From an optimization exercise on the open Yosys and OpenROAD flow, aimed at small area; shortcuts taken in it are not production practice. Only simulation tests tie the RTL to the original design; equivalence was not proved.

==> flow/design.v (outline; a module is shown in full before it is edited, if it fits) <==
// module mac_round_sat: 28 lines
// module mac_fa: 7 lines
// module mac_ha: 7 lines
// module mac_cpa: 317 lines
// module mac_nch_acc: 987 lines
module mac_nch_acc #(
    parameter int DW     = 18,
    parameter int CW     = 28,
    parameter int NCH    = 4,
    parameter int GUARD  = 2,
    parameter int OSHIFT = 24,
    parameter int OW     = 20
) (
    input  logic                         clk,
    input  logic                         rst,
    input  logic                         iv,
    input  logic [DW-1:0]                din,
    input  logic [CW-1:0]                cin,
    input  logic [((NCH <= 1) ? 1 : $clog2(NCH))-1:0]     ch,
    input  logic                         first,
    input  logic                         last,
    output logic [OW-1:0]                dout,
    output logic [((NCH <= 1) ? 1 : $clog2(NCH))-1:0]     och,
    output logic                         ov,
    output logic                         ovf
);
  // ...
==> flow/flow/run.sh <==
#!/bin/bash
# Layout flow: the standard flow (standard.sh, with the standard synthesis
# unchanged) with
#  - plain buf_1 port buffers instead of the default delay-cell port buffers,
#  - clock tree synthesis without dummy loads, with clkbuf_4 buffers and
#    clusters of at most 10 sinks within 40 um.
# Each make run's full output goes to its own log file in this folder; ORFS's
# per-step logs are under orfs/logs/.
set -euo pipefail
bash standard.sh synth > flow_synth.log 2>&1
bash standard.sh \
    "BUFFER_PORTS_ARGS=-buffer_cell sky130_fd_sc_hd__buf_1" \
    "CTS_ARGS=-sink_clustering_enable -repair_clock_nets -dont_use_dummy_load -buf_list sky130_fd_sc_hd__clkbuf_4 -sink_clustering_size 10 -sink_clustering_max_diameter 40" \
    finish > flow_layout.log 2>&1
==> flow/standard.sh <==
#!/bin/bash
# synth_recipe.tcl (not shown) runs the flow's synth.tcl, then flattens the netlist and writes it again
# the make line also repeats each setting of config.mk as NAME=value (left out here)
make -C /OpenROAD-flow-scripts/flow DESIGN_CONFIG=/design/flow/config.mk WORK_HOME=/design/flow/orfs CLKGATE_MAP_FILE= SYNTH_SCRIPT=/design/flow/synth_recipe.tcl "${@:-finish}"
==> flow/config.mk <==
export PLATFORM = sky130hd
export DESIGN_NAME = mac_nch_acc
export DESIGN_NICKNAME = mac_nch_acc
export VERILOG_FILES = /design/flow/design.v
export SDC_FILE = /design/flow/constraint.sdc
export NUM_CORES = 4
export LEC_CHECK = 0
export ABC_AREA = 1
export CAP_MARGIN = 20
export CORE_MARGIN = 2
export CORE_UTILIZATION = 60
export GPL_TIMING_DRIVEN = 0
export SLEW_MARGIN = 20
export SYNTH_HIERARCHICAL = 1
export SYNTH_MINIMUM_KEEP_SIZE = 0
==> flow/constraint.sdc <==
create_clock -name core_clock -period 7.5 [get_ports {clk}]
set_input_delay 1.5000 -clock core_clock [delete_from_list [all_inputs] [get_ports {clk}]]
set_output_delay 1.5000 -clock core_clock [all_outputs]
set_load 0.01 [all_outputs]
==> impl_metrics.json, run 1 <==
{
  "status": "timing/DRC/antenna clean",
  "synthToLayoutAreaGrowth_pct": 6.404,
  "final_common_cell": "nor2_1",
  "endpoint": "acc0[47]",
  "synth-edff-count": 192,
  "worst-path-buf-inv": 2,
  "dieHeight_um": 204.4,
  "dr.max_layer_used": "met4",
  "clock_area_share_pct": 1.347,
  "initial_core_util_pct": 60.78,
  "synth_area_mm2": 0.02409,
  "hold_buffers": 0,
  "worst_pin_slew_ps": 980.4,
  "n_all_buffers": 290,
  "critPathLaunch": "q0[1]",
  "skew_ps": 74.67,
  "yosysMostFrequentCell": "nor2_1",
  "dieArea_mm2": 0.04177,
  "num-multi-input-gates": 1615,
  "end_kind": "flip-flop",
  "inv_count": 241,
  "r2r_start": "q0[1]",
  "synth-simple-area-share_pct": 14.43,
  "dr_wl_met2_mm": 35.52,
  "root_buffer": "clkbuf_4",
  "slew_headroom_pct": 33.95,
  "cap_viol_max_count": 0,
  "r2r_slack_ps": 260,
  "ys_seq_area_share_pct": 37.66,
  "pre_cts_ws_ps": 482.7,
  "wl_met1_mm": 30.30,
  "path_common_cell": "nand2_1",
  "drcViolationCount": 0,
  "hold_start": "r3[17]",
  "holdWs_ps": 302.6
}
==> module mac_nch_acc, before the edit <==
module mac_nch_acc #(
    parameter int DW     = 18,
    parameter int CW     = 28,
    parameter int NCH    = 4,
    parameter int GUARD  = 2,
    parameter int OSHIFT = 24,
    parameter int OW     = 20
) (
    input  logic                         clk,
    input  logic                         rst,
    input  logic                         iv,
    input  logic [DW-1:0]                din,
    input  logic [CW-1:0]                cin,
    input  logic [((NCH <= 1) ? 1 : $clog2(NCH))-1:0]     ch,
    input  logic                         first,
    input  logic                         last,
    output logic [OW-1:0]                dout,
    output logic [((NCH <= 1) ? 1 : $clog2(NCH))-1:0]     och,
    output logic                         ov,
    output logic                         ovf
);
    localparam int AW = DW + CW + GUARD;    
    localparam int NR = DW / 2;             
    localparam int HW = AW - OSHIFT;        
    logic              v1, f1, l1;
    logic [1:0]        ch1;
    logic [NR-2:0]     q0, q1;           
    logic [2:0]        qt;               
    logic [CW-1:0]     c1;
    logic [NR-2:0]     rs0, rs1;
    logic              rc;
    always_comb begin
        logic cy;
        cy = 1'b0;
        for (int i = 0; i < NR - 1; i++) begin
            rs0[i] = din[2*i] ^ cy;
            rs1[i] = din[2*i+1] ^ (din[2*i] & cy);
            cy     = din[2*i+1] & (din[2*i] | cy);
        end
        rc = cy;
    end
    always_ff @(posedge clk or posedge rst) begin
        if (rst) v1 <= 1'b0;
        else     v1 <= iv;
    end
    always_ff @(posedge clk) begin
        f1  <= first;
        l1  <= last;
        ch1 <= ch;
        q0  <= rs0;
        q1  <= rs1;
        qt  <= {din[DW-1], din[DW-2], rc};
        c1  <= cin;
    end
    logic [AW-1:0] acc0, acc1, acc2, acc3;
    logic [3:0]    z;
    logic [AW-1:0] accsel, arow, sum;
    always_comb begin
        case (ch1)
            2'd0:    accsel = acc0;
            2'd1:    accsel = acc1;
            2'd2:    accsel = acc2;
            default: accsel = acc3;
        endcase
    end
    assign arow = (f1 | z[ch1]) ? '1 : accsel;
    logic [NR-1:0]    one, two, m1, m2, ppt, neg;
    logic [NR*CW-1:0] pp;
    always_comb begin
        for (int i = 0; i < NR - 1; i++) begin
            one[i] = ~q1[i] & q0[i];
            two[i] = q1[i] & ~q0[i];
            m1[i]  = q1[i] & q0[i];
            m2[i]  = 1'b0;
        end
        one[NR-1] = ~qt[2] & (qt[1] ^ qt[0]);
        two[NR-1] = ~qt[2] & qt[1] & qt[0];
        m1[NR-1]  = qt[2] & (qt[1] ^ qt[0]);
        m2[NR-1]  = qt[2] & ~qt[1] & ~qt[0];
        for (int i = 0; i < NR; i++) begin
            for (int j = 0; j < CW; j++)
                pp[i*CW+j] = ~((one[i] & c1[j]) | (m1[i] & ~c1[j]) |
                               (two[i] & ((j == 0) ? 1'b0 : c1[j-1])) |
                               (m2[i] & ((j == 0) ? 1'b1 : ~c1[j-1])));
            ppt[i] = ((one[i] | two[i]) & c1[CW-1]) | ((m1[i] | m2[i]) & ~c1[CW-1]);
            neg[i] = ~(m1[i] | m2[i]);
        end
    end
    logic [AW-1:0] ta, tb;
    logic s1;
    logic c2;
    logic s3;
    logic c4;
    logic s5;
    logic c6;
    logic s7;
    logic c8;
    logic s9;
    logic c10;
    logic s11;
    logic c12;
    logic s13;
    logic c14;
    logic s15;
    logic c16;
    logic s17;
    logic c18;
    logic s19;
    logic c20;
    logic s21;
    logic c22;
    logic s23;
    logic c24;
    logic s25;
    logic c26;
    logic s27;
    logic c28;
    logic s29;
    logic c30;
    logic s31;
    logic c32;
    logic s33;
    logic c34;
    logic s35;
    logic c36;
    logic s37;
    logic c38;
    logic s39;
    logic c40;
    logic s41;
    logic c42;
    logic s43;
    logic c44;
    logic s45;
    logic c46;
    logic s47;
    logic c48;
    logic s49;
    logic c50;
    logic s51;
    logic c52;
    logic s53;
    logic c54;
    logic s55;
    logic c56;
    logic s57;
    logic c58;
    logic s59;
    logic c60;
    logic s61;
    logic c62;
    logic s63;
    logic c64;
    logic s65;
    logic c66;
    logic s67;
    logic c68;
    logic s69;
    logic c70;
    logic s71;
    logic c72;
    logic s73;
    logic c74;
    logic s75;
    logic c76;
    logic s77;
    logic c78;
    logic s79;
    logic c80;
    logic s81;
    logic c82;
    logic s83;
    logic c84;
    logic s85;
    logic c86;
    logic s87;
    logic c88;
    logic s89;
    logic c90;
    logic s91;
    logic c92;
    logic s93;
    logic c94;
    logic s95;
    logic c96;
    logic s97;
    logic c98;
    logic s99;
    logic c100;
    logic s101;
    logic c102;
    logic s103;
    logic c104;
    logic s105;
    logic c106;
    logic s107;
    logic c108;
    logic s109;
    logic c110;
    logic s111;
    logic c112;
    logic s113;
    logic c114;
    logic s115;
    logic c116;
    logic s117;
    logic c118;
    logic s119;
    logic c120;
    logic s121;
    logic c122;
    logic s123;
    logic c124;
    logic s125;
    logic c126;
    logic s127;
    logic c128;
    logic s129;
    logic c130;
    logic s131;
    logic c132;
    logic s133;
    logic c134;
    logic s135;
    logic c136;
    logic s137;
    logic c138;
    logic s139;
    logic c140;
    logic s141;
    logic c142;
    logic s143;
    logic c144;
    logic s145;
    logic c146;
    logic s147;
    logic c148;
    logic s149;
    logic c150;
    logic s151;
    logic c152;
    logic s153;
    logic c154;
    logic s155;
    logic c156;
    logic s157;
    logic c158;
    logic s159;
    logic c160;
    logic s161;
    logic c162;
    logic s163;
    logic c164;
    logic s165;
    logic c166;
    logic s167;
    logic c168;
    logic s169;
    logic c170;
    logic s171;
    logic c172;
    logic s173;
    logic c174;
    logic s175;
    logic c176;
    logic s177;
    logic c178;
    logic s179;
    logic c180;
    logic s181;
    logic c182;
    logic s183;
    logic c184;
    logic s185;
    logic c186;
    logic s187;
    logic c188;
    logic s189;
    logic c190;
    logic s191;
    logic c192;
    logic s193;
    logic c194;
    logic s195;
    logic c196;
    logic s197;
    logic c198;
    logic s199;
    logic c200;
    logic s201;
    logic c202;
    logic s203;
    logic c204;
    logic s205;
    logic c206;
    logic s207;
    logic c208;
    logic s209;
    logic c210;
    logic s211;
    logic c212;
    logic s213;
    logic c214;
    logic s215;
    logic c216;
    logic s217;
    logic c218;
    logic s219;
    logic c220;
    logic s221;
    logic c222;
    logic s223;
    logic c224;
    logic s225;
    logic c226;
    logic s227;
    logic c228;
    logic s229;
    logic c230;
    logic s231;
    logic c232;
    logic s233;
    logic c234;
    logic s235;
    logic c236;
    logic s237;
    logic c238;
    logic s239;
    logic c240;
    logic s241;
    logic c242;
    logic s243;
    logic c244;
    logic s245;
    logic c246;
    logic s247;
    logic c248;
    logic s249;
    logic c250;
    logic s251;
    logic c252;
    logic s253;
    logic c254;
    logic s255;
    logic c256;
    logic s257;
    logic c258;
    logic s259;
    logic c260;
    logic s261;
    logic c262;
    logic s263;
    logic c264;
    logic s265;
    logic c266;
    logic s267;
    logic c268;
    logic s269;
    logic c270;
    logic s271;
    logic c272;
    logic s273;
    logic c274;
    logic s275;
    logic c276;
    logic s277;
    logic c278;
    logic s279;
    logic c280;
    logic s281;
    logic c282;
    logic s283;
    logic c284;
    logic s285;
    logic c286;
    logic s287;
    logic c288;
    logic s289;
    logic c290;
    logic s291;
    logic c292;
    logic s293;
    logic c294;
    logic s295;
    logic c296;
    logic s297;
    logic c298;
    logic s299;
    logic c300;
    logic s301;
    logic c302;
    logic s303;
    logic c304;
    logic s305;
    logic c306;
    logic s307;
    logic c308;
    logic s309;
    logic c310;
    logic s311;
    logic c312;
    logic s313;
    logic c314;
    logic s315;
    logic c316;
    logic s317;
    logic c318;
    logic s319;
    logic c320;
    logic s321;
    logic c322;
    logic s323;
    logic c324;
    logic s325;
    logic c326;
    logic s327;
    logic c328;
    logic s329;
    logic c330;
    logic s331;
    logic c332;
    logic s333;
    logic c334;
    logic s335;
    logic c336;
    logic s337;
    logic c338;
    logic s339;
    logic c340;
    logic s341;
    logic c342;
    logic s343;
    logic c344;
    logic s345;
    logic c346;
    logic s347;
    logic c348;
    logic s349;
    logic c350;
    logic s351;
    logic c352;
    logic s353;
    logic c354;
    logic s355;
    logic c356;
    logic s357;
    logic c358;
    logic s359;
    logic c360;
    logic s361;
    logic c362;
    logic s363;
    logic c364;
    logic s365;
    logic c366;
    logic s367;
    logic c368;
    logic s369;
    logic c370;
    logic s371;
    logic c372;
    logic s373;
    logic c374;
    logic s375;
    logic c376;
    logic s377;
    logic c378;
    logic s379;
    logic c380;
    logic s381;
    logic c382;
    logic s383;
    logic c384;
    logic s385;
    logic c386;
    logic s387;
    logic c388;
    logic s389;
    logic c390;
    logic s391;
    logic c392;
    logic s393;
    logic c394;
    logic s395;
    logic c396;
    logic s397;
    logic c398;
    logic s399;
    logic c400;
    logic s401;
    logic c402;
    logic s403;
    logic c404;
    logic s405;
    logic c406;
    logic s407;
    logic c408;
    logic s409;
    logic c410;
    logic s411;
    logic c412;
    logic s413;
    logic c414;
    logic s415;
    logic c416;
    logic s417;
    logic c418;
    logic s419;
    logic c420;
    logic s421;
    logic c422;
    logic s423;
    logic c424;
    logic s425;
    logic c426;
    logic s427;
    logic c428;
    logic s429;
    logic c430;
    logic s431;
    logic c432;
    logic s433;
    logic c434;
    logic s435;
    logic c436;
    logic s437;
    logic c438;
    logic s439;
    logic c440;
    logic s441;
    logic c442;
    logic s443;
    logic c444;
    logic s445;
    logic c446;
    logic s447;
    logic c448;
    logic s449;
    logic c450;
    logic s451;
    logic c452;
    logic s453;
    logic c454;
    logic s455;
    logic c456;
    logic s457;
    logic c458;
    logic s459;
    logic c460;
    logic s461;
    logic c462;
    logic s463;
    logic c464;
    logic s465;
    logic c466;
    logic s467;
    logic c468;
    logic s469;
    logic c470;
    logic s471;
    logic c472;
    logic s473;
    logic c474;
    logic s475;
    logic c476;
    logic s477;
    logic c478;
    logic s479;
    logic c480;
    logic s481;
    logic c482;
    logic s483;
    logic c484;
    logic s485;
    logic c486;
    logic s487;
    logic c488;
    logic s489;
    logic c490;
    logic s491;
    logic c492;
    logic s493;
    logic c494;
    logic s495;
    logic c496;
    logic s497;
    logic c498;
    logic s499;
    logic c500;
    logic s501;
    logic c502;
    logic s503;
    logic c504;
    logic s505;
    logic c506;
    logic s507;
    logic c508;
    logic s509;
    logic c510;
    logic s511;
    logic c512;
    logic s513;
    logic c514;
    logic s515;
    logic c516;
    logic s517;
    logic c518;
    logic s519;
    logic c520;
    logic s521;
    logic c522;
    logic s523;
    logic c524;
    logic s525;
    logic c526;
    logic s527;
    logic c528;
    logic s529;
    logic c530;
    logic s531;
    logic c532;
    logic s533;
    logic c534;
    logic s535;
    logic c536;
    logic s537;
    logic c538;
    logic s539;
    logic c540;
    logic s541;
    logic c542;
    logic s543;
    logic c544;
    mac_ha u_s1 (.a(neg[7]), .b(pp[14]), .s(s1), .co(c2));
    mac_ha u_s3 (.a(pp[15]), .b(pp[41]), .s(s3), .co(c4));
    mac_fa u_s5 (.a(neg[8]), .b(pp[16]), .c(pp[42]), .s(s5), .co(c6));
    mac_ha u_s7 (.a(pp[68]), .b(pp[94]), .s(s7), .co(c8));
    mac_fa u_s9 (.a(pp[17]), .b(pp[43]), .c(pp[69]), .s(s9), .co(c10));
    mac_ha u_s11 (.a(pp[95]), .b(pp[121]), .s(s11), .co(c12));
    mac_fa u_s13 (.a(pp[18]), .b(pp[44]), .c(pp[70]), .s(s13), .co(c14));
    mac_ha u_s15 (.a(pp[96]), .b(pp[122]), .s(s15), .co(c16));
    mac_fa u_s17 (.a(pp[19]), .b(pp[45]), .c(pp[71]), .s(s17), .co(c18));
    mac_ha u_s19 (.a(pp[97]), .b(pp[123]), .s(s19), .co(c20));
    mac_fa u_s21 (.a(pp[20]), .b(pp[46]), .c(pp[72]), .s(s21), .co(c22));
    mac_ha u_s23 (.a(pp[98]), .b(pp[124]), .s(s23), .co(c24));
    mac_fa u_s25 (.a(pp[21]), .b(pp[47]), .c(pp[73]), .s(s25), .co(c26));
    mac_ha u_s27 (.a(pp[99]), .b(pp[125]), .s(s27), .co(c28));
    mac_fa u_s29 (.a(pp[22]), .b(pp[48]), .c(pp[74]), .s(s29), .co(c30));
    mac_ha u_s31 (.a(pp[100]), .b(pp[126]), .s(s31), .co(c32));
    mac_fa u_s33 (.a(pp[23]), .b(pp[49]), .c(pp[75]), .s(s33), .co(c34));
    mac_ha u_s35 (.a(pp[101]), .b(pp[127]), .s(s35), .co(c36));
    mac_fa u_s37 (.a(pp[24]), .b(pp[50]), .c(pp[76]), .s(s37), .co(c38));
    mac_ha u_s39 (.a(pp[102]), .b(pp[128]), .s(s39), .co(c40));
    mac_fa u_s41 (.a(pp[25]), .b(pp[51]), .c(pp[77]), .s(s41), .co(c42));
    mac_ha u_s43 (.a(pp[103]), .b(pp[129]), .s(s43), .co(c44));
    mac_fa u_s45 (.a(pp[26]), .b(pp[52]), .c(pp[78]), .s(s45), .co(c46));
    mac_ha u_s47 (.a(pp[104]), .b(pp[130]), .s(s47), .co(c48));
    mac_fa u_s49 (.a(pp[27]), .b(pp[53]), .c(pp[79]), .s(s49), .co(c50));
    mac_ha u_s51 (.a(pp[105]), .b(pp[131]), .s(s51), .co(c52));
    assign s53 = ~(ppt[0] ^ pp[54]);
    assign c54 = ppt[0] | pp[54];
    mac_fa u_s55 (.a(pp[80]), .b(pp[106]), .c(pp[132]), .s(s55), .co(c56));
    assign s57 = ~(pp[55] ^ pp[81]);
    assign c58 = pp[55] | pp[81];
    mac_ha u_s59 (.a(pp[107]), .b(pp[133]), .s(s59), .co(c60));
    mac_fa u_s61 (.a(ppt[1]), .b(pp[82]), .c(pp[108]), .s(s61), .co(c62));
    assign s63 = ~pp[83];
    assign c64 = pp[83];
    mac_ha u_s65 (.a(neg[4]), .b(pp[8]), .s(s65), .co(c66));
    mac_ha u_s67 (.a(pp[9]), .b(pp[35]), .s(s67), .co(c68));
    mac_fa u_s69 (.a(neg[5]), .b(pp[10]), .c(pp[36]), .s(s69), .co(c70));
    mac_ha u_s71 (.a(pp[62]), .b(pp[88]), .s(s71), .co(c72));
    mac_fa u_s73 (.a(pp[11]), .b(pp[37]), .c(pp[63]), .s(s73), .co(c74));
    mac_ha u_s75 (.a(pp[89]), .b(pp[115]), .s(s75), .co(c76));
    mac_fa u_s77 (.a(neg[6]), .b(pp[12]), .c(pp[38]), .s(s77), .co(c78));
    mac_fa u_s79 (.a(pp[64]), .b(pp[90]), .c(pp[116]), .s(s79), .co(c80));
    mac_ha u_s81 (.a(pp[142]), .b(pp[168]), .s(s81), .co(c82));
    mac_fa u_s83 (.a(pp[13]), .b(pp[39]), .c(pp[65]), .s(s83), .co(c84));
    mac_fa u_s85 (.a(pp[91]), .b(pp[117]), .c(pp[143]), .s(s85), .co(c86));
    mac_ha u_s87 (.a(pp[169]), .b(arow[13]), .s(s87), .co(c88));
    mac_fa u_s89 (.a(pp[40]), .b(pp[66]), .c(pp[92]), .s(s89), .co(c90));
    mac_fa u_s91 (.a(pp[118]), .b(pp[144]), .c(pp[170]), .s(s91), .co(c92));
    mac_fa u_s93 (.a(pp[196]), .b(arow[14]), .c(s1), .s(s93), .co(c94));
    mac_fa u_s95 (.a(pp[67]), .b(pp[93]), .c(pp[119]), .s(s95), .co(c96));
    mac_fa u_s97 (.a(pp[145]), .b(pp[171]), .c(pp[197]), .s(s97), .co(c98));
    mac_fa u_s99 (.a(arow[15]), .b(c2), .c(s3), .s(s99), .co(c100));
    mac_fa u_s101 (.a(pp[120]), .b(pp[146]), .c(pp[172]), .s(s101), .co(c102));
    mac_fa u_s103 (.a(pp[198]), .b(pp[224]), .c(arow[16]), .s(s103), .co(c104));
    mac_fa u_s105 (.a(c4), .b(s5), .c(s7), .s(s105), .co(c106));
    mac_fa u_s107 (.a(pp[147]), .b(pp[173]), .c(pp[199]), .s(s107), .co(c108));
    mac_fa u_s109 (.a(pp[225]), .b(arow[17]), .c(c6), .s(s109), .co(c110));
    mac_fa u_s111 (.a(c8), .b(s9), .c(s11), .s(s111), .co(c112));
    mac_fa u_s113 (.a(pp[148]), .b(pp[174]), .c(pp[200]), .s(s113), .co(c114));
    mac_fa u_s115 (.a(pp[226]), .b(arow[18]), .c(c10), .s(s115), .co(c116));
    mac_fa u_s117 (.a(c12), .b(s13), .c(s15), .s(s117), .co(c118));
    mac_fa u_s119 (.a(pp[149]), .b(pp[175]), .c(pp[201]), .s(s119), .co(c120));
    mac_fa u_s121 (.a(pp[227]), .b(arow[19]), .c(c14), .s(s121), .co(c122));
    mac_fa u_s123 (.a(c16), .b(s17), .c(s19), .s(s123), .co(c124));
    mac_fa u_s125 (.a(pp[150]), .b(pp[176]), .c(pp[202]), .s(s125), .co(c126));
    mac_fa u_s127 (.a(pp[228]), .b(arow[20]), .c(c18), .s(s127), .co(c128));
    mac_fa u_s129 (.a(c20), .b(s21), .c(s23), .s(s129), .co(c130));
    mac_fa u_s131 (.a(pp[151]), .b(pp[177]), .c(pp[203]), .s(s131), .co(c132));
    mac_fa u_s133 (.a(pp[229]), .b(arow[21]), .c(c22), .s(s133), .co(c134));
    mac_fa u_s135 (.a(c24), .b(s25), .c(s27), .s(s135), .co(c136));
    mac_fa u_s137 (.a(pp[152]), .b(pp[178]), .c(pp[204]), .s(s137), .co(c138));
    mac_fa u_s139 (.a(pp[230]), .b(arow[22]), .c(c26), .s(s139), .co(c140));
    mac_fa u_s141 (.a(c28), .b(s29), .c(s31), .s(s141), .co(c142));
    mac_fa u_s143 (.a(pp[153]), .b(pp[179]), .c(pp[205]), .s(s143), .co(c144));
    mac_fa u_s145 (.a(pp[231]), .b(arow[23]), .c(c30), .s(s145), .co(c146));
    mac_fa u_s147 (.a(c32), .b(s33), .c(s35), .s(s147), .co(c148));
    mac_fa u_s149 (.a(pp[154]), .b(pp[180]), .c(pp[206]), .s(s149), .co(c150));
    mac_fa u_s151 (.a(pp[232]), .b(arow[24]), .c(c34), .s(s151), .co(c152));
    mac_fa u_s153 (.a(c36), .b(s37), .c(s39), .s(s153), .co(c154));
    mac_fa u_s155 (.a(pp[155]), .b(pp[181]), .c(pp[207]), .s(s155), .co(c156));
    mac_fa u_s157 (.a(pp[233]), .b(arow[25]), .c(c38), .s(s157), .co(c158));
    mac_fa u_s159 (.a(c40), .b(s41), .c(s43), .s(s159), .co(c160));
    mac_fa u_s161 (.a(pp[156]), .b(pp[182]), .c(pp[208]), .s(s161), .co(c162));
    mac_fa u_s163 (.a(pp[234]), .b(arow[26]), .c(c42), .s(s163), .co(c164));
    mac_fa u_s165 (.a(c44), .b(s45), .c(s47), .s(s165), .co(c166));
    mac_fa u_s167 (.a(pp[157]), .b(pp[183]), .c(pp[209]), .s(s167), .co(c168));
    mac_fa u_s169 (.a(pp[235]), .b(arow[27]), .c(c46), .s(s169), .co(c170));
    mac_fa u_s171 (.a(c48), .b(s49), .c(s51), .s(s171), .co(c172));
    mac_fa u_s173 (.a(pp[158]), .b(pp[184]), .c(pp[210]), .s(s173), .co(c174));
    mac_fa u_s175 (.a(pp[236]), .b(arow[28]), .c(c50), .s(s175), .co(c176));
    mac_fa u_s177 (.a(c52), .b(s53), .c(s55), .s(s177), .co(c178));
    mac_fa u_s179 (.a(pp[159]), .b(pp[185]), .c(pp[211]), .s(s179), .co(c180));
    mac_fa u_s181 (.a(pp[237]), .b(arow[29]), .c(c54), .s(s181), .co(c182));
    mac_fa u_s183 (.a(c56), .b(s57), .c(s59), .s(s183), .co(c184));
    mac_fa u_s185 (.a(pp[134]), .b(pp[160]), .c(pp[186]), .s(s185), .co(c186));
    mac_fa u_s187 (.a(pp[212]), .b(pp[238]), .c(arow[30]), .s(s187), .co(c188));
    mac_fa u_s189 (.a(c58), .b(c60), .c(s61), .s(s189), .co(c190));
    mac_fa u_s191 (.a(pp[109]), .b(pp[135]), .c(pp[161]), .s(s191), .co(c192));
    mac_fa u_s193 (.a(pp[187]), .b(pp[213]), .c(pp[239]), .s(s193), .co(c194));
    mac_fa u_s195 (.a(arow[31]), .b(c62), .c(s63), .s(s195), .co(c196));
    mac_fa u_s197 (.a(ppt[2]), .b(pp[110]), .c(pp[136]), .s(s197), .co(c198));
    mac_fa u_s199 (.a(pp[162]), .b(pp[188]), .c(pp[214]), .s(s199), .co(c200));
    mac_fa u_s201 (.a(pp[240]), .b(arow[32]), .c(c64), .s(s201), .co(c202));
    assign s203 = ~(pp[111] ^ pp[137]);
    assign c204 = pp[111] | pp[137];
    mac_fa u_s205 (.a(pp[163]), .b(pp[189]), .c(pp[215]), .s(s205), .co(c206));
    mac_ha u_s207 (.a(pp[241]), .b(arow[33]), .s(s207), .co(c208));
    mac_fa u_s209 (.a(ppt[3]), .b(pp[138]), .c(pp[164]), .s(s209), .co(c210));
    mac_fa u_s211 (.a(pp[190]), .b(pp[216]), .c(pp[242]), .s(s211), .co(c212));
    assign s213 = ~(pp[139] ^ pp[165]);
    assign c214 = pp[139] | pp[165];
    mac_ha u_s215 (.a(pp[191]), .b(pp[217]), .s(s215), .co(c216));
    mac_fa u_s217 (.a(ppt[4]), .b(pp[166]), .c(pp[192]), .s(s217), .co(c218));
    assign s219 = ~pp[167];
    assign c220 = pp[167];
    mac_ha u_s221 (.a(neg[2]), .b(pp[4]), .s(s221), .co(c222));
    mac_ha u_s223 (.a(pp[5]), .b(pp[31]), .s(s223), .co(c224));
    mac_fa u_s225 (.a(neg[3]), .b(pp[6]), .c(pp[32]), .s(s225), .co(c226));
    mac_ha u_s227 (.a(pp[58]), .b(pp[84]), .s(s227), .co(c228));
    mac_fa u_s229 (.a(pp[7]), .b(pp[33]), .c(pp[59]), .s(s229), .co(c230));
    mac_ha u_s231 (.a(pp[85]), .b(arow[7]), .s(s231), .co(c232));
    mac_fa u_s233 (.a(pp[34]), .b(pp[60]), .c(pp[86]), .s(s233), .co(c234));
    mac_fa u_s235 (.a(pp[112]), .b(arow[8]), .c(s65), .s(s235), .co(c236));
    mac_fa u_s237 (.a(pp[61]), .b(pp[87]), .c(pp[113]), .s(s237), .co(c238));
    mac_fa u_s239 (.a(arow[9]), .b(c66), .c(s67), .s(s239), .co(c240));
    mac_fa u_s241 (.a(pp[114]), .b(pp[140]), .c(arow[10]), .s(s241), .co(c242));
    mac_fa u_s243 (.a(c68), .b(s69), .c(s71), .s(s243), .co(c244));
    mac_fa u_s245 (.a(pp[141]), .b(arow[11]), .c(c70), .s(s245), .co(c246));
    mac_fa u_s247 (.a(c72), .b(s73), .c(s75), .s(s247), .co(c248));
    mac_fa u_s249 (.a(arow[12]), .b(c74), .c(c76), .s(s249), .co(c250));
    mac_fa u_s251 (.a(s77), .b(s79), .c(s81), .s(s251), .co(c252));
    mac_fa u_s253 (.a(c78), .b(c80), .c(c82), .s(s253), .co(c254));
    mac_fa u_s255 (.a(s83), .b(s85), .c(s87), .s(s255), .co(c256));
    mac_fa u_s257 (.a(c84), .b(c86), .c(s89), .s(s257), .co(c258));
    mac_fa u_s259 (.a(s91), .b(c88), .c(s93), .s(s259), .co(c260));
    mac_fa u_s261 (.a(c90), .b(c92), .c(s95), .s(s261), .co(c262));
    mac_fa u_s263 (.a(s97), .b(c94), .c(s99), .s(s263), .co(c264));
    mac_fa u_s265 (.a(c96), .b(c98), .c(s101), .s(s265), .co(c266));
    mac_fa u_s267 (.a(s103), .b(c100), .c(s105), .s(s267), .co(c268));
    mac_fa u_s269 (.a(c102), .b(s107), .c(c104), .s(s269), .co(c270));
    mac_fa u_s271 (.a(s109), .b(c106), .c(s111), .s(s271), .co(c272));
    mac_fa u_s273 (.a(c108), .b(s113), .c(c110), .s(s273), .co(c274));
    mac_fa u_s275 (.a(s115), .b(c112), .c(s117), .s(s275), .co(c276));
    mac_fa u_s277 (.a(c114), .b(s119), .c(c116), .s(s277), .co(c278));
    mac_fa u_s279 (.a(s121), .b(c118), .c(s123), .s(s279), .co(c280));
    mac_fa u_s281 (.a(c120), .b(s125), .c(c122), .s(s281), .co(c282));
    mac_fa u_s283 (.a(s127), .b(c124), .c(s129), .s(s283), .co(c284));
    mac_fa u_s285 (.a(c126), .b(s131), .c(c128), .s(s285), .co(c286));
    mac_fa u_s287 (.a(s133), .b(c130), .c(s135), .s(s287), .co(c288));
    mac_fa u_s289 (.a(c132), .b(s137), .c(c134), .s(s289), .co(c290));
    mac_fa u_s291 (.a(s139), .b(c136), .c(s141), .s(s291), .co(c292));
    mac_fa u_s293 (.a(c138), .b(s143), .c(c140), .s(s293), .co(c294));
    mac_fa u_s295 (.a(s145), .b(c142), .c(s147), .s(s295), .co(c296));
    mac_fa u_s297 (.a(c144), .b(s149), .c(c146), .s(s297), .co(c298));
    mac_fa u_s299 (.a(s151), .b(c148), .c(s153), .s(s299), .co(c300));
    mac_fa u_s301 (.a(c150), .b(s155), .c(c152), .s(s301), .co(c302));
    mac_fa u_s303 (.a(s157), .b(c154), .c(s159), .s(s303), .co(c304));
    mac_fa u_s305 (.a(c156), .b(s161), .c(c158), .s(s305), .co(c306));
    mac_fa u_s307 (.a(s163), .b(c160), .c(s165), .s(s307), .co(c308));
    mac_fa u_s309 (.a(c162), .b(s167), .c(c164), .s(s309), .co(c310));
    mac_fa u_s311 (.a(s169), .b(c166), .c(s171), .s(s311), .co(c312));
    mac_fa u_s313 (.a(c168), .b(s173), .c(c170), .s(s313), .co(c314));
    mac_fa u_s315 (.a(s175), .b(c172), .c(s177), .s(s315), .co(c316));
    mac_fa u_s317 (.a(c174), .b(s179), .c(c176), .s(s317), .co(c318));
    mac_fa u_s319 (.a(s181), .b(c178), .c(s183), .s(s319), .co(c320));
    mac_fa u_s321 (.a(c180), .b(s185), .c(s187), .s(s321), .co(c322));
    mac_fa u_s323 (.a(c182), .b(c184), .c(s189), .s(s323), .co(c324));
    mac_fa u_s325 (.a(c186), .b(s191), .c(s193), .s(s325), .co(c326));
    mac_fa u_s327 (.a(c188), .b(c190), .c(s195), .s(s327), .co(c328));
    mac_fa u_s329 (.a(c192), .b(c194), .c(s197), .s(s329), .co(c330));
    mac_fa u_s331 (.a(s199), .b(s201), .c(c196), .s(s331), .co(c332));
    mac_fa u_s333 (.a(c198), .b(c200), .c(s203), .s(s333), .co(c334));
    mac_fa u_s335 (.a(s205), .b(s207), .c(c202), .s(s335), .co(c336));
    mac_fa u_s337 (.a(arow[34]), .b(c204), .c(c206), .s(s337), .co(c338));
    mac_fa u_s339 (.a(s209), .b(s211), .c(c208), .s(s339), .co(c340));
    mac_fa u_s341 (.a(pp[243]), .b(arow[35]), .c(c210), .s(s341), .co(c342));
    mac_fa u_s343 (.a(c212), .b(s213), .c(s215), .s(s343), .co(c344));
    mac_fa u_s345 (.a(pp[218]), .b(pp[244]), .c(arow[36]), .s(s345), .co(c346));
    mac_fa u_s347 (.a(c214), .b(c216), .c(s217), .s(s347), .co(c348));
    mac_fa u_s349 (.a(pp[193]), .b(pp[219]), .c(pp[245]), .s(s349), .co(c350));
    mac_fa u_s351 (.a(arow[37]), .b(c218), .c(s219), .s(s351), .co(c352));
    mac_fa u_s353 (.a(ppt[5]), .b(pp[194]), .c(pp[220]), .s(s353), .co(c354));
    mac_fa u_s355 (.a(pp[246]), .b(arow[38]), .c(c220), .s(s355), .co(c356));
    assign s357 = ~(pp[195] ^ pp[221]);
    assign c358 = pp[195] | pp[221];
    mac_ha u_s359 (.a(pp[247]), .b(arow[39]), .s(s359), .co(c360));
    mac_fa u_s361 (.a(ppt[6]), .b(pp[222]), .c(pp[248]), .s(s361), .co(c362));
    assign s363 = ~pp[223];
    assign c364 = pp[223];
    mac_ha u_s365 (.a(neg[1]), .b(pp[2]), .s(s365), .co(c366));
    mac_ha u_s367 (.a(pp[3]), .b(pp[29]), .s(s367), .co(c368));
    mac_fa u_s369 (.a(pp[30]), .b(pp[56]), .c(arow[4]), .s(s369), .co(c370));
    mac_fa u_s371 (.a(pp[57]), .b(arow[5]), .c(c222), .s(s371), .co(c372));
    mac_fa u_s373 (.a(arow[6]), .b(c224), .c(s225), .s(s373), .co(c374));
    mac_fa u_s375 (.a(c226), .b(c228), .c(s229), .s(s375), .co(c376));
    mac_fa u_s377 (.a(c230), .b(s233), .c(c232), .s(s377), .co(c378));
    mac_fa u_s379 (.a(c234), .b(s237), .c(c236), .s(s379), .co(c380));
    mac_fa u_s381 (.a(c238), .b(s241), .c(c240), .s(s381), .co(c382));
    mac_fa u_s383 (.a(c242), .b(s245), .c(c244), .s(s383), .co(c384));
    mac_fa u_s385 (.a(c246), .b(s249), .c(c248), .s(s385), .co(c386));
    mac_fa u_s387 (.a(c250), .b(s253), .c(c252), .s(s387), .co(c388));
    mac_fa u_s389 (.a(c254), .b(s257), .c(c256), .s(s389), .co(c390));
    mac_fa u_s391 (.a(c258), .b(s261), .c(c260), .s(s391), .co(c392));
    mac_fa u_s393 (.a(c262), .b(s265), .c(c264), .s(s393), .co(c394));
    mac_fa u_s395 (.a(c266), .b(s269), .c(c268), .s(s395), .co(c396));
    mac_fa u_s397 (.a(c270), .b(s273), .c(c272), .s(s397), .co(c398));
    mac_fa u_s399 (.a(c274), .b(s277), .c(c276), .s(s399), .co(c400));
    mac_fa u_s401 (.a(c278), .b(s281), .c(c280), .s(s401), .co(c402));
    mac_fa u_s403 (.a(c282), .b(s285), .c(c284), .s(s403), .co(c404));
    mac_fa u_s405 (.a(c286), .b(s289), .c(c288), .s(s405), .co(c406));
    mac_fa u_s407 (.a(c290), .b(s293), .c(c292), .s(s407), .co(c408));
    mac_fa u_s409 (.a(c294), .b(s297), .c(c296), .s(s409), .co(c410));
    mac_fa u_s411 (.a(c298), .b(s301), .c(c300), .s(s411), .co(c412));
    mac_fa u_s413 (.a(c302), .b(s305), .c(c304), .s(s413), .co(c414));
    mac_fa u_s415 (.a(c306), .b(s309), .c(c308), .s(s415), .co(c416));
    mac_fa u_s417 (.a(c310), .b(s313), .c(c312), .s(s417), .co(c418));
    mac_fa u_s419 (.a(c314), .b(s317), .c(c316), .s(s419), .co(c420));
    mac_fa u_s421 (.a(c318), .b(s321), .c(c320), .s(s421), .co(c422));
    mac_fa u_s423 (.a(s325), .b(c322), .c(c324), .s(s423), .co(c424));
    mac_fa u_s425 (.a(c326), .b(s329), .c(c328), .s(s425), .co(c426));
    mac_fa u_s427 (.a(c330), .b(s333), .c(c332), .s(s427), .co(c428));
    mac_fa u_s429 (.a(s337), .b(c334), .c(s339), .s(s429), .co(c430));
    mac_fa u_s431 (.a(c338), .b(s341), .c(s343), .s(s431), .co(c432));
    mac_fa u_s433 (.a(s345), .b(c342), .c(c344), .s(s433), .co(c434));
    mac_fa u_s435 (.a(s349), .b(c346), .c(c348), .s(s435), .co(c436));
    mac_fa u_s437 (.a(c350), .b(s353), .c(s355), .s(s437), .co(c438));
    mac_fa u_s439 (.a(c354), .b(s357), .c(s359), .s(s439), .co(c440));
    mac_fa u_s441 (.a(arow[40]), .b(c358), .c(s361), .s(s441), .co(c442));
    mac_fa u_s443 (.a(pp[249]), .b(arow[41]), .c(c362), .s(s443), .co(c444));
    mac_fa u_s445 (.a(ppt[7]), .b(pp[250]), .c(arow[42]), .s(s445), .co(c446));
    assign s447 = ~pp[251];
    assign c448 = pp[251];
    mac_ha u_s449 (.a(neg[0]), .b(pp[0]), .s(s449), .co(c450));
    mac_ha u_s451 (.a(pp[1]), .b(arow[1]), .s(s451), .co(c452));
    mac_fa u_s453 (.a(pp[28]), .b(arow[2]), .c(s365), .s(s453), .co(c454));
    mac_fa u_s455 (.a(arow[3]), .b(c366), .c(s367), .s(s455), .co(c456));
    mac_fa u_s457 (.a(c368), .b(s221), .c(s369), .s(s457), .co(c458));
    mac_fa u_s459 (.a(s223), .b(c370), .c(s371), .s(s459), .co(c460));
    mac_fa u_s461 (.a(s227), .b(c372), .c(s373), .s(s461), .co(c462));
    mac_fa u_s463 (.a(s231), .b(c374), .c(s375), .s(s463), .co(c464));
    mac_fa u_s465 (.a(c376), .b(s235), .c(s377), .s(s465), .co(c466));
    mac_fa u_s467 (.a(s239), .b(c378), .c(s379), .s(s467), .co(c468));
    mac_fa u_s469 (.a(s243), .b(c380), .c(s381), .s(s469), .co(c470));
    mac_fa u_s471 (.a(s247), .b(c382), .c(s383), .s(s471), .co(c472));
    mac_fa u_s473 (.a(s251), .b(c384), .c(s385), .s(s473), .co(c474));
    mac_fa u_s475 (.a(s255), .b(c386), .c(s387), .s(s475), .co(c476));
    mac_fa u_s477 (.a(c388), .b(s259), .c(s389), .s(s477), .co(c478));
    mac_fa u_s479 (.a(s263), .b(c390), .c(s391), .s(s479), .co(c480));
    mac_fa u_s481 (.a(s267), .b(c392), .c(s393), .s(s481), .co(c482));
    mac_fa u_s483 (.a(s271), .b(c394), .c(s395), .s(s483), .co(c484));
    mac_fa u_s485 (.a(s275), .b(c396), .c(s397), .s(s485), .co(c486));
    mac_fa u_s487 (.a(s279), .b(c398), .c(s399), .s(s487), .co(c488));
    mac_fa u_s489 (.a(s283), .b(c400), .c(s401), .s(s489), .co(c490));
    mac_fa u_s491 (.a(s287), .b(c402), .c(s403), .s(s491), .co(c492));
    mac_fa u_s493 (.a(s291), .b(c404), .c(s405), .s(s493), .co(c494));
    mac_fa u_s495 (.a(s295), .b(c406), .c(s407), .s(s495), .co(c496));
    mac_fa u_s497 (.a(s299), .b(c408), .c(s409), .s(s497), .co(c498));
    mac_fa u_s499 (.a(s303), .b(c410), .c(s411), .s(s499), .co(c500));
    mac_fa u_s501 (.a(s307), .b(c412), .c(s413), .s(s501), .co(c502));
    mac_fa u_s503 (.a(s311), .b(c414), .c(s415), .s(s503), .co(c504));
    mac_fa u_s505 (.a(s315), .b(c416), .c(s417), .s(s505), .co(c506));
    mac_fa u_s507 (.a(s319), .b(c418), .c(s419), .s(s507), .co(c508));
    mac_fa u_s509 (.a(s323), .b(c420), .c(s421), .s(s509), .co(c510));
    mac_fa u_s511 (.a(s327), .b(c422), .c(s423), .s(s511), .co(c512));
    mac_fa u_s513 (.a(s331), .b(c424), .c(s425), .s(s513), .co(c514));
    mac_fa u_s515 (.a(s335), .b(c426), .c(s427), .s(s515), .co(c516));
    mac_fa u_s517 (.a(c336), .b(s429), .c(c428), .s(s517), .co(c518));
    mac_fa u_s519 (.a(c340), .b(s431), .c(c430), .s(s519), .co(c520));
    mac_fa u_s521 (.a(s347), .b(c432), .c(s433), .s(s521), .co(c522));
    mac_fa u_s523 (.a(s351), .b(c434), .c(s435), .s(s523), .co(c524));
    mac_fa u_s525 (.a(c352), .b(c436), .c(s437), .s(s525), .co(c526));
    mac_fa u_s527 (.a(c356), .b(s439), .c(c438), .s(s527), .co(c528));
    mac_fa u_s529 (.a(c360), .b(s441), .c(c440), .s(s529), .co(c530));
    mac_fa u_s531 (.a(s363), .b(s443), .c(c442), .s(s531), .co(c532));
    mac_fa u_s533 (.a(c364), .b(s445), .c(c444), .s(s533), .co(c534));
    mac_fa u_s535 (.a(arow[43]), .b(s447), .c(c446), .s(s535), .co(c536));
    mac_fa u_s537 (.a(ppt[8]), .b(arow[44]), .c(c448), .s(s537), .co(c538));
    assign s539 = ~arow[45];
    assign c540 = arow[45];
    assign s541 = ~arow[46];
    assign c542 = arow[46];
    assign s543 = ~arow[47];
    assign c544 = arow[47];
    assign ta = {c542, c540, c538, c536, c534, c532, c530, c528, c526, c524, c522, c520, c518, c516, c514, c512, c510, c508, c506, c504, c502, c500, c498, c496, c494, c492, c490, c488, c486, c484, c482, c480, c478, c476, c474, c472, c470, c468, c466, c464, c462, c460, c458, c456, c454, c452, c450, s449};
    assign tb = {s543, s541, s539, s537, s535, s533, s531, s529, s527, s525, s523, s521, s519, s517, s515, s513, s511, s509, s507, s505, s503, s501, s499, s497, s495, s493, s491, s489, s487, s485, s483, s481, s479, s477, s475, s473, s471, s469, s467, s465, s463, s461, s459, s457, s455, s453, s451, arow[0]};
    mac_cpa u_cpa (.a(ta), .b(tb), .s(sum));
    always_ff @(posedge clk) begin
        if (v1 && ch1 == 2'd0) acc0 <= sum;
        if (v1 && ch1 == 2'd1) acc1 <= sum;
        if (v1 && ch1 == 2'd2) acc2 <= sum;
        if (v1 && ch1 == 2'd3) acc3 <= sum;
    end
    always_ff @(posedge clk or posedge rst) begin
        if (rst) z <= 4'hf;
        else if (v1) z[ch1] <= 1'b0;
    end
    logic          v2;
    logic [1:0]    ch2;
    logic [HW-1:0] h2;
    logic          b2, o2;
    always_ff @(posedge clk or posedge rst) begin
        if (rst) v2 <= 1'b0;
        else     v2 <= v1 & l1;
    end
    always_ff @(posedge clk) begin
        ch2 <= ch1;
        h2  <= sum[AW-1:OSHIFT];
        b2  <= sum[OSHIFT-1];
        o2  <= &sum[OSHIFT-2:0];
    end
    logic [OW-1:0] rs_dout;
    logic          rs_ovf;
    mac_round_sat #(.HW(HW), .OW(OW)) u_round_sat (
        .hin   (h2),
        .halfn (b2),
        .restn (o2),
        .dout (rs_dout),
        .ovf  (rs_ovf)
    );
    logic          v3, v4;
    logic [1:0]    ch3, ch4;
    logic [OW:0]   r3, r4;
    always_ff @(posedge clk or posedge rst) begin
        if (rst) begin
            v3 <= 1'b0;
            v4 <= 1'b0;
        end else begin
            v3 <= v2;
            v4 <= v3;
        end
    end
    always_ff @(posedge clk) begin
        ch3 <= ch2;
        r3  <= {rs_ovf, rs_dout};
        ch4 <= ch3;
        r4  <= r3;
    end
    always_ff @(posedge clk or posedge rst) begin
        if (rst) begin
            dout <= '0;
            och  <= '0;
            ovf  <= 1'b0;
            ov   <= 1'b0;
        end else begin
            ov <= v4;
            if (v4) begin
                dout <= r4[OW-1:0];
                ovf  <= r4[OW];
                och  <= ch4;
            end
        end
    end
endmodule
==> run 2, diff against run 1 <==
--- a/flow/design.v
+++ b/flow/design.v
@@ -387,29 +387,35 @@
     logic [2:0]        qt;               
     logic [CW-1:0]     c1;
-    logic [NR-2:0]     rs0, rs1;
-    logic              rc;
+    logic [NR-1:0]     cy;               
+    logic [NR-2:0]     pg, pp0;
+    logic [NR-2:0]     g1, p1, g2, p2, g3;
     always_comb begin
-        logic cy;
-        cy = 1'b0;
         for (int i = 0; i < NR - 1; i++) begin
-            rs0[i] = din[2*i] ^ cy;
-            rs1[i] = din[2*i+1] ^ (din[2*i] & cy);
-            cy     = din[2*i+1] & (din[2*i] | cy);
+            pg[i]  = din[2*i+1] & din[2*i];    
+            pp0[i] = din[2*i+1];               
+        end
+        for (int i = 0; i < NR - 1; i++) begin
+            g1[i] = (i >= 1) ? pg[i] | (pp0[i] & pg[i-1]) : pg[i];
+            p1[i] = (i >= 1) ? pp0[i] & pp0[i-1] : pp0[i];
+        end
+        for (int i = 0; i < NR - 1; i++) begin
+            g2[i] = (i >= 2) ? g1[i] | (p1[i] & g1[i-2]) : g1[i];
+            p2[i] = (i >= 2) ? p1[i] & p1[i-2] : p1[i];
+        end
+        for (int i = 0; i < NR - 1; i++)
+            g3[i] = (i >= 4) ? g2[i] | (p2[i] & g2[i-4]) : g2[i];
+        cy[0] = 1'b0;
+        for (int i = 1; i < NR; i++) cy[i] = g3[i-1];
+        for (int i = 0; i < NR - 1; i++) begin
+            q0[i] = din[2*i] ^ cy[i];
+            q1[i] = din[2*i+1] ^ (din[2*i] & cy[i]);
         end
-        rc = cy;
-    end
-    always_ff @(posedge clk or posedge rst) begin
-        if (rst) v1 <= 1'b0;
-        else     v1 <= iv;
-    end
-    always_ff @(posedge clk) begin
-        f1  <= first;
-        l1  <= last;
-        ch1 <= ch;
-        q0  <= rs0;
-        q1  <= rs1;
-        qt  <= {din[DW-1], din[DW-2], rc};
-        c1  <= cin;
     end
+    assign qt  = {din[DW-1], din[DW-2], cy[NR-1]};
+    assign c1  = cin;
+    assign v1  = iv;
+    assign f1  = first;
+    assign l1  = last;
+    assign ch1 = ch;
     logic [AW-1:0] acc0, acc1, acc2, acc3;
     logic [3:0]    z;
@@ -1311,14 +1317,16 @@
         .ovf  (rs_ovf)
     );
-    logic          v3, v4;
-    logic [1:0]    ch3, ch4;
-    logic [OW:0]   r3, r4;
+    logic          v3, v4, v5;
+    logic [1:0]    ch3, ch4, ch5;
+    logic [OW:0]   r3, r4, r5;
     always_ff @(posedge clk or posedge rst) begin
         if (rst) begin
             v3 <= 1'b0;
             v4 <= 1'b0;
+            v5 <= 1'b0;
         end else begin
             v3 <= v2;
             v4 <= v3;
+            v5 <= v4;
         end
     end
@@ -1328,4 +1336,6 @@
         ch4 <= ch3;
         r4  <= r3;
+        ch5 <= ch4;
+        r5  <= r4;
     end
     always_ff @(posedge clk or posedge rst) begin
@@ -1336,9 +1346,9 @@
             ov   <= 1'b0;
         end else begin
-            ov <= v4;
-            if (v4) begin
-                dout <= r4[OW-1:0];
-                ovf  <= r4[OW];
-                och  <= ch4;
+            ov <= v5;
+            if (v5) begin
+                dout <= r5[OW-1:0];
+                ovf  <= r5[OW];
+                och  <= ch5;
             end
         end
--- a/flow/config.mk
+++ b/flow/config.mk
@@ -10,5 +10,5 @@
 export CORE_MARGIN = 2
 export CORE_UTILIZATION = 60
-export GPL_TIMING_DRIVEN = 0
+export CTS_BUF_LIST = sky130_fd_sc_hd__clkbuf_4
 export SLEW_MARGIN = 20
 export SYNTH_HIERARCHICAL = 1
==> impl_metrics.json, run 2 <==
{
  "fp-row-count": 72,
  "r2r_slack_ps": 1520,
  "root_buffer": "clkbuf_4",
  "cap_viol_max_count": 0,
  "fp.dieW_um": 200.9,
  "cp_slowest_cell": "fa_1",
  "met2_usage_pct": 53.13,
  "htree_levels": 2,
  "grt_pass1_vias": 18500,
  "cts_made_buffers": 44,
  "dp.cells": 2967,
  "synth_commonest_cells": "nand2_1 (379), fa_1 (252), nor2_1 (235)",
  "synth-simple-area-share_pct": 13.07,
  "wire_per_inst_um": 22.41,
  "drcViolationCount": 0,
  "antenna_found_initial": 5,
  "fin_cells": 3021,
  "synth_top_family_by_area": "adder cells",
  "grt_busiest_layer": "met2",
  "numPortBuffers": 76,
  "synth.distinct_cells": 43,
  "synth_fa_ha_area_share_pct": 28.85,
  "dieArea_mm2": 0.04034,
  "avgSynthCellArea_um2": 10.30,
  "viasPerCell": 6.016,
  "nets": 2940,
  "grt_pass1_wl_mm": 105.4,
  "grt_max_degree": 50,
  "grtUsageMet1_pct": 48.83,
  "synth_cells": 2258,
  "core_mm2": 0.03847,
  "hold_buffers": 0,
  "grt_overflow": 0,
  "ys.flop_type": "edfxtp_1",
  "dr.pass1.iters": 6,
  "clock-sinks": 321,
  "gp_congestion": 0.9762,
  "initial_core_util_pct": 60.44,
  "cp.arrival_ps": 7840,
  "synth_xor_area_share_pct": 1.168,
  "worst_pin_slew_ps": 1002,
  "critPathRequiredTime_ps": 8010,
  "status": "timing/DRC/antenna clean",
  "crit_type": "in2reg",
  "fin_crit_sh_pct": 97.84,
  "yosysMostFrequentCell": "nand2_1",
  "slowest_delay_ps": 550,
  "final_common_cell": "nand2_1",
  "layout_common_cells": "nand2_1 (374), buf_4 (278), fa_1 (238), nor2_1 (225)",
  "async_reset_ff_share_pct": 9.969,
  "layout-drive-gt1-share_pct": 22.48,
  "fillers": 2890,
  "routed_wl_mm": 67.71,
  "place_hpwl_mm": 51.35,
  "cts_tree": "built",
  "pin_count": 77,
  "synthMuxAreaShare_pct": 1.114,
  "gr-usage-all-layers_pct": 34.25,
  "vias": 18180,
  "synth.top_cell.area_share_pct": 24.80,
  "synth_top_area_cell": "edfxtp_1",
  "use_met3_pct": 6.721,
  "synth-seq-cells": 321,
  "dieHeight_um": 200.9,
  "startpoint_type": "primary input",
  "cts_buffer_depth": 3,
  "slew_viol_final": 0,
  "ys_seq_area_share_pct": 36.61,
  "setup_violations": 0,
  "min_path_type": "reg2reg",
  "fmax_ghz": 0.1363,
  "yosys-top-cells-area": "edfxtp_1 (25%), fa_1 (22%), dfxtp_1 (8.4%), a221oi_1 (7.6%), ha_1 (7.2%)",
  "synthToLayoutAreaGrowth_pct": 16.76,
  "finalHoldViolations": 0,
  "ant_nets": 0,
  "synth_nets": 2696,
  "skew_ps": 101.2,
  "yosys_warnings": 7,
  "period_needed_ps": 7338,
  "synth_compound_gate_area_share_pct": 11.80,
  "end_kind": "flip-flop",
  "synth-edff-count": 192,
  "synth_area_mm2": 0.02325,
  "clock_latency_ps": 760,
  "drt_iter0_drc": 1707,
  "crit_fanout": 12,
  "slew_headroom_pct": 33.22,
  "clkSlewWorstSetupHoldPaths_ps": 100
}
run 2: cell types whose count changed in the layout (fill, tap and decap cells not counted), sizes merged, moves of 7 or more:
cell,before,now
inv,237,201
nor2,361,236
nand4,37,53
buf,172,390
a21oi,17,91
ha,140,133
clkbuf,164,44
o21ai,76,45
nand3,120,52
dfxtp,125,97
nand2,329,391
run 2: area by class of cell:
type	instances	area (µm²)	area share, %
Multi-Input combinational cell	1540	13870	51.11
Clock buffer	44	330.3	1.217
Inverter	205	777.0	2.862
Tap cell	518	648.1	2.387
Antenna cell	3	7.507	0.02765
Timing Repair Buffer	390	2997	11.04
Sequential cell	321	8514	31.36
run 2: modules after synthesis, one instance, submodules excluded, excerpt:
module,copies in the design,cells inside,flops+latches
mac_ha,52,1,0
mac_fa,228,1,0
mac_cpa,1,264,0
mac_nch_acc,1,1604,321
run 2: routing by layer:
metal	vias to the layer above	routed length, µm
met2	863	30910
met5	-	26
met4	4	2103
met1	8945	28750
met3	152	5909
li1	8211	-
run 2: critical path: cells and delay by family:
family                   cells  cell delay (ps)
AO/OA/AOI/OAI                4              910
XOR/XNOR                     2              530
adder cells (fa/ha/maj)      9             3380
buffers and inverters        6              670
AND/OR/NAND/NOR             11              840
run 2: timing repair:
item,4_1_cts,5_1_grt
resized for setup,5,166
endpoints found under the setup margin,11,150
pin swaps,2,58
endpoints found under the hold margin,0,0
setup buffers,0,7
run 2: metrics by stage:
step | setup TNS, ps | setup slack (ps) | util (%) | hold WS [ps] | area, µm²
2_1_floorplan | 0 | 8.419 | - | 309.6 | 23270
3_3_place_gp | -78680 | -757.4 | 67.25 | 309.8 | 25870
3_5_place_dp | -89950 | -856.6 | 67.25 | 312.1 | 25870
4_1_cts | -10.25 | -10.25 | 68.19 | 305.0 | 26230
5_1_grt | -7.912 | -2.074 | 70.57 | 302.2 | 27150
6_report | 0 | 161.9 | 70.58 | 306.0 | 27150
run 2: cell families (layout without fill, tap and decap cells):
logic type      Yosys count  in the layout
compound gates          364            364
flops                   321            321
simple gates            737            737
mux                      23             23
xor+xnor                 31             31
fa+ha+maj               385            385
buf+inv                 397            639
other cells               0              3
run 2: final timing paths:
check | cells past startpoint | endpoint | start
min in group asynchronous | 3 | dout[18] | rst
setup reg to reg | 25 | acc0[31] | z[3]
setup / recovery | 32 | acc0[31] | din[0]
hold / removal | 0 | r5[11] | r4[11]
max in group asynchronous | 3 | z[0] | rst
hold reg to reg | 0 | r5[11] | r4[11]
==> run 3, diff against run 2 <==
--- a/flow/design.v
+++ b/flow/design.v
@@ -384,63 +384,56 @@
     logic              v1, f1, l1;
     logic [1:0]        ch1;
-    logic [NR-2:0]     q0, q1;           
-    logic [2:0]        qt;               
+    logic [3:0]        rd1;              
+    logic [NR-1:0]     one, two, m1;
+    logic              m2t;              
     logic [CW-1:0]     c1;
-    logic [NR-1:0]     cy;               
-    logic [NR-2:0]     pg, pp0;
-    logic [NR-2:0]     g1, p1, g2, p2, g3;
+    logic [NR-1:0]     rone, rtwo, rm1;
+    logic              rm2t;
     always_comb begin
+        logic cy, s0, s1;
+        cy = 1'b0;
         for (int i = 0; i < NR - 1; i++) begin
-            pg[i]  = din[2*i+1] & din[2*i];    
-            pp0[i] = din[2*i+1];               
-        end
-        for (int i = 0; i < NR - 1; i++) begin
-            g1[i] = (i >= 1) ? pg[i] | (pp0[i] & pg[i-1]) : pg[i];
-            p1[i] = (i >= 1) ? pp0[i] & pp0[i-1] : pp0[i];
-        end
-        for (int i = 0; i < NR - 1; i++) begin
-            g2[i] = (i >= 2) ? g1[i] | (p1[i] & g1[i-2]) : g1[i];
-            p2[i] = (i >= 2) ? p1[i] & p1[i-2] : p1[i];
-        end
-        for (int i = 0; i < NR - 1; i++)
-            g3[i] = (i >= 4) ? g2[i] | (p2[i] & g2[i-4]) : g2[i];
-        cy[0] = 1'b0;
-        for (int i = 1; i < NR; i++) cy[i] = g3[i-1];
-        for (int i = 0; i < NR - 1; i++) begin
-            q0[i] = din[2*i] ^ cy[i];
-            q1[i] = din[2*i+1] ^ (din[2*i] & cy[i]);
+            s0 = din[2*i] ^ cy;
+            s1 = din[2*i+1] ^ (din[2*i] & cy);
+            cy = din[2*i+1] & (din[2*i] | cy);
+            rone[i] = ~s1 & s0;
+            rtwo[i] = s1 & ~s0;
+            rm1[i]  = s1 & s0;
         end
+        rone[NR-1] = ~din[DW-1] & (din[DW-2] ^ cy);
+        rtwo[NR-1] = ~din[DW-1] & din[DW-2] & cy;
+        rm1[NR-1]  = din[DW-1] & (din[DW-2] ^ cy);
+        rm2t       = din[DW-1] & ~din[DW-2] & ~cy;
+    end
+    always_ff @(posedge clk or posedge rst) begin
+        if (rst) v1 <= 1'b0;
+        else     v1 <= iv;
+    end
+    always_ff @(posedge clk) begin
+        rd1 <= rdsel;
+        f1  <= first;
+        l1  <= last;
+        ch1 <= ch;
+        one <= rone;
+        two <= rtwo;
+        m1  <= rm1;
+        m2t <= rm2t;
+        c1  <= cin;
     end
-    assign qt  = {din[DW-1], din[DW-2], cy[NR-1]};
-    assign c1  = cin;
-    assign v1  = iv;
-    assign f1  = first;
-    assign l1  = last;
-    assign ch1 = ch;
     logic [AW-1:0] acc0, acc1, acc2, acc3;
-    logic [3:0]    z;
-    logic [AW-1:0] accsel, arow, sum;
+    logic [3:0]    z, znext, rdsel;
+    logic [AW-1:0] arow, sum;
     always_comb begin
-        case (ch1)
-            2'd0:    accsel = acc0;
-            2'd1:    accsel = acc1;
-            2'd2:    accsel = acc2;
-            default: accsel = acc3;
-        endcase
+        znext = z;
+        if (v1) znext[ch1] = 1'b0;
+        for (int c = 0; c < 4; c++)
+            rdsel[c] = (ch == 2'(c)) & ~first & ~znext[c];
     end
-    assign arow = (f1 | z[ch1]) ? '1 : accsel;
-    logic [NR-1:0]    one, two, m1, m2, ppt, neg;
+    assign arow = ~(({AW{rd1[0]}} & ~acc0) | ({AW{rd1[1]}} & ~acc1) |
+                    ({AW{rd1[2]}} & ~acc2) | ({AW{rd1[3]}} & ~acc3));
+    logic [NR-1:0]    m2, ppt, neg;
     logic [NR*CW-1:0] pp;
+    assign m2 = {m2t, {(NR-1){1'b0}}};
     always_comb begin
-        for (int i = 0; i < NR - 1; i++) begin
-            one[i] = ~q1[i] & q0[i];
-            two[i] = q1[i] & ~q0[i];
-            m1[i]  = q1[i] & q0[i];
-            m2[i]  = 1'b0;
-        end
-        one[NR-1] = ~qt[2] & (qt[1] ^ qt[0]);
-        two[NR-1] = ~qt[2] & qt[1] & qt[0];
-        m1[NR-1]  = qt[2] & (qt[1] ^ qt[0]);
-        m2[NR-1]  = qt[2] & ~qt[1] & ~qt[0];
         for (int i = 0; i < NR; i++) begin
             for (int j = 0; j < CW; j++)
@@ -1292,5 +1285,5 @@
     always_ff @(posedge clk or posedge rst) begin
         if (rst) z <= 4'hf;
-        else if (v1) z[ch1] <= 1'b0;
+        else     z <= znext;
     end
     logic          v2;
@@ -1317,16 +1310,14 @@
         .ovf  (rs_ovf)
     );
-    logic          v3, v4, v5;
-    logic [1:0]    ch3, ch4, ch5;
-    logic [OW:0]   r3, r4, r5;
+    logic          v3, v4;
+    logic [1:0]    ch3, ch4;
+    logic [OW:0]   r3, r4;
     always_ff @(posedge clk or posedge rst) begin
         if (rst) begin
             v3 <= 1'b0;
             v4 <= 1'b0;
-            v5 <= 1'b0;
         end else begin
             v3 <= v2;
             v4 <= v3;
-            v5 <= v4;
         end
     end
@@ -1336,6 +1327,4 @@
         ch4 <= ch3;
         r4  <= r3;
-        ch5 <= ch4;
-        r5  <= r4;
     end
     always_ff @(posedge clk or posedge rst) begin
@@ -1346,9 +1335,9 @@
             ov   <= 1'b0;
         end else begin
-            ov <= v5;
-            if (v5) begin
-                dout <= r5[OW-1:0];
-                ovf  <= r5[OW];
-                och  <= ch5;
+            ov <= v4;
+            if (v4) begin
+                dout <= r4[OW-1:0];
+                ovf  <= r4[OW];
+                och  <= ch4;
             end
         end
--- a/flow/config.mk
+++ b/flow/config.mk
@@ -6,9 +6,7 @@
 export NUM_CORES = 4
 export LEC_CHECK = 0
-export ABC_AREA = 1
 export CAP_MARGIN = 20
 export CORE_MARGIN = 2
 export CORE_UTILIZATION = 60
-export CTS_BUF_LIST = sky130_fd_sc_hd__clkbuf_4
 export SLEW_MARGIN = 20
 export SYNTH_HIERARCHICAL = 1
==> impl_metrics.json, run 3 <==
{
  "ys_seq_area_share_pct": 40.12,
  "cts_made_buffers": 52,
  "synthToLayoutAreaGrowth_pct": 4.571,
  "clock_latency_ps": 800,
  "dieArea_mm2": 0.04028,
  "min_path_type": "reg2reg",
  "synth_cells": 1949,
  "cp_slowest_cell": "fa_1",
  "fin_cells": 2484,
  "fp.dieW_um": 200.7,
  "pin_count": 77,
  "synth_nets": 2370,
  "startpoint_type": "flip-flop",
  "cts_tree": "built",
  "yosys_warnings": 7,
  "layout_common_cells": "nor2_1 (259), fa_1 (252), a221oi_1 (194), edfxtp_1 (192), dfxtp_1 (135)",
  "ys.flop_type": "edfxtp_1",
  "dr.pass1.iters": 8,
  "final_common_cell": "nor2_1",
  "antenna_found_initial": 2,
  "fin_crit_sh_pct": 92.34,
  "critical_path.top_delay_family": "adder cells",
  "grt_pass1_vias": 16020,
  "grt_pass1_wl_mm": 93.86,
  "fin_setup_tns_ps": 0,
  "synth.distinct_cells": 65,
  "post_dp_cell_area_mm2": 0.02387,
  "layout-drive-gt1-share_pct": 10.91,
  "avgSynthCellArea_um2": 11.91,
  "htree_levels": 2,
  "drt_iter0_drc": 1622,
  "dieHeight_um": 200.7,
  "worst-path-buf-inv": 2,
  "synth-seq-cells": 361,
  "crit_type": "reg2reg",
  "fmax_ghz": 0.1444,
  "async_reset_ff_share_pct": 8.864,
  "worst_pin_slew_ps": 1082,
  "slew_headroom_pct": 27.74,
  "gp_congestion": 0.9530,
  "grt_overflow": 0,
  "clkSlewWorstSetupHoldPaths_ps": 90,
  "status": "timing/DRC/antenna clean",
  "clock-sinks": 361,
  "vias": 15900,
  "initial_core_util_pct": 60.49,
  "skew_ps": 108.8,
  "place_hpwl_mm": 42.67,
  "yosys-top-cells-area": "edfxtp_1 (25%), fa_1 (22%), dfxtp_1 (12%), a221oi_1 (7.3%), ha_1 (6.3%)",
  "wire_per_inst_um": 23.82,
  "cp.arrival_ps": 7460,
  "gr-usage-all-layers_pct": 30.25,
  "viasPerCell": 6.401,
  "synth_commonest_cells": "nor2_1 (260), fa_1 (252), a221oi_1 (194)",
  "synth-edff-count": 192,
  "cts_buffer_depth": 3,
  "nets": 2385,
  "post-cts-setup-buffers": 0,
  "yosysMostFrequentCell": "nor2_1",
  "fp-row-count": 72,
  "period_needed_ps": 6925,
  "synth_top_area_cell": "edfxtp_1",
  "routed_wl_mm": 59.18,
  "finalHoldViolations": 0
}
[run 3: per-stage QoR]
step                      setup WS [ps]  util (%)
after global placement            761.9     62.20
after detailed placement          743.6     62.20
after global routing              258.9     63.25
after floorplan                    1642         -
final                             574.8     63.25
after CTS                         705.0     63.22
[run 3: worst register-to-register path, stage by stage (launching register included)]
cell and delay (ps):
dfxtp_1 320, inv_1 520, buf_4 300, nor2_1 60, a221oi_1 380, fa_1 490
fa_1 460, fa_1 430, fa_1 530, fa_1 450, ha_1 350, a21o_1 170
a21o_1 170, a21oi_1 210, o31ai_1 130, a21oi_2 300, o41ai_2 150, a41oi_1 380
a21oi_1 150, fa_1 410, xnor2_1 360
[run 3: worst paths after layout]
kind | from | end | slack [ps] | cells after the start
setup reg to reg | m1[2] | acc1[47] | 570 | 20
setup / recovery | m1[2] | acc1[47] | 570 | 20
min in group asynchronous | rst | dout[12] | 770 | 3
hold reg to reg | r3[10] | r4[10] | 290 | 0
max in group asynchronous | rst | z[3] | 6380 | 3
hold / removal | r3[10] | r4[10] | 290 | 0
[run 3: cell families after synthesis]
kind of cell	share of synthesized area (%)
compound gates	15.51
xor+xnor	1.207
fa+ha+maj	27.98
buf+inv	5.223
flops	40.12
mux	2.620
simple gates	7.336
[run 3: final cells by class]
class	count	area [µm²]
antenna	4	10.01
timing repair buffer	153	863.3
inverter	92	345.3
multi-input combinational	1304	12700
clock buffer	52	390.4
tap	518	648.1
fill	3111	14100
sequential	361	9316
[run 3: routing by layer]
layer | track usage (%) | vias to the layer above | wire length (µm)
met3 | 7.386 | 111 | 6132
met4 | 7.778 | 0 | 1351
met5 | 0 | - | 0
met2 | 44.22 | 898 | 25380
met1 | 45.63 | 7808 | 26310
li1 | - | 7082 | -
[run 3: modules after synthesis (local to each module, per instance), excerpt]
module,copies in the design,flip-flops and latches
mac_fa,228,0
mac_nch_acc,1,361
mac_cpa,1,0
mac_ha,52,0

[afterwards: timing with drivers on the ports]
Ports are ideal in the flow. The routed layouts listed here were re-timed in OpenROAD.
Step 1: set_driving_cell puts a clkbuf_16 on clk and a buf_2 on each other input, an assumption about the parent block.
Step 2, shift: input delay + t, output delay - t, t = (earliest + latest rising clock arrival at the registers) / 2. This alone moves slack from input paths to output paths.
a / b / c = no drivers / after step 1 / after step 2; a / b = the first two.
run	shift t [ns]	slack for setup (ns)	hold slack, ns	worst data-port slew with drivers (ns)
run 1	0.821	0.256 / 0.256 / 0.256	0.303 / 0.303 / 0.303	0.04
run 2	0.764	0.162 / 0.178 / -0.586	0.306 / 0.306 / 0.306	0.10
run 3	0.796	0.575 / 0.575 / 0.575	0.292 / 0.292 / 0.292	0.04
Met with ideal ports but missed after step 2: setup timing in run 2. The setup slack of run 2, which loses most, moves by +0.016 ns with the drivers and by -0.748 ns with both steps.
